This design comes from an exercise in tuning for small area on the open sky130 flow, not from production work. Where RTL was checked, it was by simulation tests only, not by an equivalence proof against the original.

==> module llse_prep, before the edit <==
module llse_prep #(
  parameter int LON = 0
) (
  input  logic [21:0] y,           
  output logic [3:0]  mq,
  output logic [3:0]  p,
  output logic [3:0]  sr,
  output logic [4:0]  zt           
);
  logic       s;
  logic       b24;
  logic [3:0] y0, z0, z1, z2, z3;
  logic [3:0] ru;                  
  logic [3:0] rf;                  
  logic [8:0] k1, k2, k3;
  logic [8:0] f1, f2, f3, f4;
  logic [3:0] v1, v2;
  logic [3:0] u;
  logic [8:0] k5;
  logic       c15;
  logic       c30;
  assign s   = y[21];
  assign b24 = y[20];
  assign y0  = y[3:0];
  assign z0  = y[7:4];
  assign z1  = y[11:8];
  assign z2  = y[15:12];
  assign z3  = y[19:16];
  always_comb begin
    if (LON != 0) begin
      ru = {s, s, s & b24, s ^ b24};
      rf = {s & b24, s ^ b24, s, 1'b0};
    end else begin
      ru = {s, s, s, 1'b0};
      rf = {s, 1'b0, s, 1'b0};
    end
  end
  assign k1 = llse_pkg::csa15(z0, z1, z2);
  assign k2 = llse_pkg::csa15(k1[3:0], k1[7:4], z3);
  assign k3 = llse_pkg::csa15(k2[3:0], k2[7:4], ru);
  assign f1 = llse_pkg::csa15(z1, llse_pkg::rot1(z2), z3);
  assign f2 = llse_pkg::csa15(f1[3:0], f1[7:4], llse_pkg::rot1(z3));
  assign f3 = llse_pkg::csa15(f2[3:0], f2[7:4], {rf[3:1], k1[8]});
  assign f4 = llse_pkg::csa15(f3[3:0], f3[7:4], {2'b0, k2[8] & k3[8], k2[8] ^ k3[8]});
  assign u  = llse_pkg::add15(f4[3:0], f4[7:4]);
  assign zt  = llse_pkg::add4(k3[3:0], k3[7:4]);
  assign c30 = (&k3[3:0]) & (&k3[7:4]);
  assign c15 = zt >= 5'd15;
  assign v1 = llse_pkg::inc15(u);
  assign v2 = llse_pkg::inc15x2(u);
  assign mq = c30 ? v2 : c15 ? v1 : u;
  assign k5 = llse_pkg::csa15(k3[3:0], k3[7:4], y0);
  assign sr = llse_pkg::add15(k5[3:0], k5[7:4]);
  assign p = llse_pkg::sub4(sr, y0);
endmodule
==> flow/config.mk <==
export PLATFORM = sky130hd
export DESIGN_NAME = latlon_six_byte_encoder
export DESIGN_NICKNAME = latlon_six_byte_encoder
export VERILOG_FILES = /design/flow/design.v
export SDC_FILE = /design/flow/constraint.sdc
export NUM_CORES = 4
export LEC_CHECK = 0
export CAP_MARGIN = 20
export CORE_MARGIN = 2
export CORE_UTILIZATION = 55
export GPL_TIMING_DRIVEN = 0
export SLEW_MARGIN = 20
==> flow/constraint.sdc <==
create_clock -name core_clock -period 7.0 [get_ports {clk}]
set_input_delay 1.4000 -clock core_clock [delete_from_list [all_inputs] [get_ports {clk}]]
set_output_delay 1.4000 -clock core_clock [all_outputs]
set_load 0.01 [all_outputs]
standard.sh (not shown) runs the stock make flow with config.mk's settings and CLKGATE_MAP_FILE= SYNTH_SCRIPT=/design/flow/synth_recipe.tcl, a recipe that flattens the netlist after the stock synthesis.
==> flow/flow/run.sh <==
#!/bin/bash
# Standard layout, but with the smallest buffer on the ports instead of the
# default delay-cell buffer. Each tool's output goes to a log file here.
set -euo pipefail
bash standard.sh "BUFFER_PORTS_ARGS=-buffer_cell sky130_fd_sc_hd__buf_1" finish > standard.log 2>&1
The baseline completed with no timing, DRC or antenna violations.
==> next run, changes <==
--- a/flow/design.v
+++ b/flow/design.v
@@ -39,22 +39,10 @@
   function automatic logic [3:0] sub4(input logic [3:0] a, input logic [3:0] b);
     logic [4:0] c;
     c    = cla4(a & ~b, a ^ ~b, 1'b1);
     sub4 = (a ^ ~b) ^ c[3:0];
   endfunction
-  function automatic logic [3:0] inc15(input logic [3:0] u);
-    inc15[0] = (u == 4'd0) | (u == 4'd2) | (u == 4'd4) | (u == 4'd6) | (u == 4'd8) | (u == 4'd10) | (u == 4'd12) | (u == 4'd15);
-    inc15[1] = (u == 4'd1) | (u == 4'd2) | (u == 4'd5) | (u == 4'd6) | (u == 4'd9) | (u == 4'd10) | (u == 4'd13);
-    inc15[2] = (u == 4'd3) | (u == 4'd4) | (u == 4'd5) | (u == 4'd6) | (u == 4'd11) | (u == 4'd12) | (u == 4'd13);
-    inc15[3] = (u == 4'd7) | (u == 4'd8) | (u == 4'd9) | (u == 4'd10) | (u == 4'd11) | (u == 4'd12) | (u == 4'd13);
-  endfunction
-  function automatic logic [3:0] inc15x2(input logic [3:0] u);
-    inc15x2[0] = (u == 4'd1) | (u == 4'd3) | (u == 4'd5) | (u == 4'd7) | (u == 4'd9) | (u == 4'd11) | (u == 4'd14);
-    inc15x2[1] = (u == 4'd0) | (u == 4'd1) | (u == 4'd4) | (u == 4'd5) | (u == 4'd8) | (u == 4'd9) | (u == 4'd12) | (u == 4'd15);
-    inc15x2[2] = (u == 4'd2) | (u == 4'd3) | (u == 4'd4) | (u == 4'd5) | (u == 4'd10) | (u == 4'd11) | (u == 4'd12);
-    inc15x2[3] = (u == 4'd6) | (u == 4'd7) | (u == 4'd8) | (u == 4'd9) | (u == 4'd10) | (u == 4'd11) | (u == 4'd12);
-  endfunction
   function automatic logic [31:0] csa(input logic [15:0] a, input logic [15:0] b,
                                       input logic [15:0] c);
     csa = {((a & b) | (a & c) | (b & c)) << 1, a ^ b ^ c};
   endfunction
   function automatic logic [15:0] rca(input logic [15:0] a, input logic [15:0] b);
@@ -156,16 +144,16 @@
   logic       b24;
   logic [3:0] y0, z0, z1, z2, z3;
   logic [3:0] ru;                  
   logic [3:0] rf;                  
   logic [8:0] k1, k2, k3;
-  logic [8:0] f1, f2, f3, f4;
-  logic [3:0] v1, v2;
+  logic [8:0] f1, f2, f3;
   logic [3:0] u;
   logic [8:0] k5;
   logic       c15;
   logic       c30;
+  logic [2:0] wc;
   assign s   = y[21];
   assign b24 = y[20];
   assign y0  = y[3:0];
   assign z0  = y[7:4];
   assign z1  = y[11:8];
@@ -184,18 +172,16 @@
   assign k2 = llse_pkg::csa15(k1[3:0], k1[7:4], z3);
   assign k3 = llse_pkg::csa15(k2[3:0], k2[7:4], ru);
   assign f1 = llse_pkg::csa15(z1, llse_pkg::rot1(z2), z3);
   assign f2 = llse_pkg::csa15(f1[3:0], f1[7:4], llse_pkg::rot1(z3));
   assign f3 = llse_pkg::csa15(f2[3:0], f2[7:4], {rf[3:1], k1[8]});
-  assign f4 = llse_pkg::csa15(f3[3:0], f3[7:4], {2'b0, k2[8] & k3[8], k2[8] ^ k3[8]});
-  assign u  = llse_pkg::add15(f4[3:0], f4[7:4]);
+  assign u  = llse_pkg::add15(f3[3:0], f3[7:4]);
   assign zt  = llse_pkg::add4(k3[3:0], k3[7:4]);
   assign c30 = (&k3[3:0]) & (&k3[7:4]);
   assign c15 = zt >= 5'd15;
-  assign v1 = llse_pkg::inc15(u);
-  assign v2 = llse_pkg::inc15x2(u);
-  assign mq = c30 ? v2 : c15 ? v1 : u;
+  assign wc  = 3'(k2[8]) + 3'(k3[8]) + 3'(c15) + 3'(c30);
+  assign mq = llse_pkg::add15(u, {1'b0, wc});
   assign k5 = llse_pkg::csa15(k3[3:0], k3[7:4], y0);
   assign sr = llse_pkg::add15(k5[3:0], k5[7:4]);
   assign p = llse_pkg::sub4(sr, y0);
 endmodule
 module llse_split (
=> The new run produced a clean layout; worst setup slack degrades by 63 ps; final area decreases by 2.9%; via count decreases by 3.6%; core utilization increases by 2.6 points; routed wire length increases by 0.41%; global-route usage increases by 1.2 points; non-clock buffer count increases by 7; clock skew increases by 3.2 ps; register-to-register slack degrades by 30 ps.
Only the layout flow was run in the first run of this note; the RTL was not checked for function there.

==> what the ideal ports hide <==
Ports are ideal in the flow. The routed layouts listed here were re-timed in OpenROAD. Step 1 assumes that a clkbuf_16 drives the clock port and a buf_2 every other input. Step 2 times the ports against the registers' clock, not the clock port: input delays grow and output delays shrink by t, the midpoint of the rising clock arrivals with the driver on. Three values: no drivers, after step 1, after step 2; two values: the first two.
| run | t, ns | setup WS [ns] | worst setup path at the end | worst data-port slew with drivers (ns) |
|---|---|---|---|---|
| the first run | 0.317 | 0.292 / 0.258 / -0.009 | input to register | 0.04 |
| the second run | 0.331 | 0.229 / 0.190 / -0.084 | input to register | 0.03 |
With both steps, setup timing fails in the first run and the second run, where it was met with ideal ports. The setup slack of the second run, which loses most, moves by -0.039 ns with the drivers and by -0.313 ns with both steps.
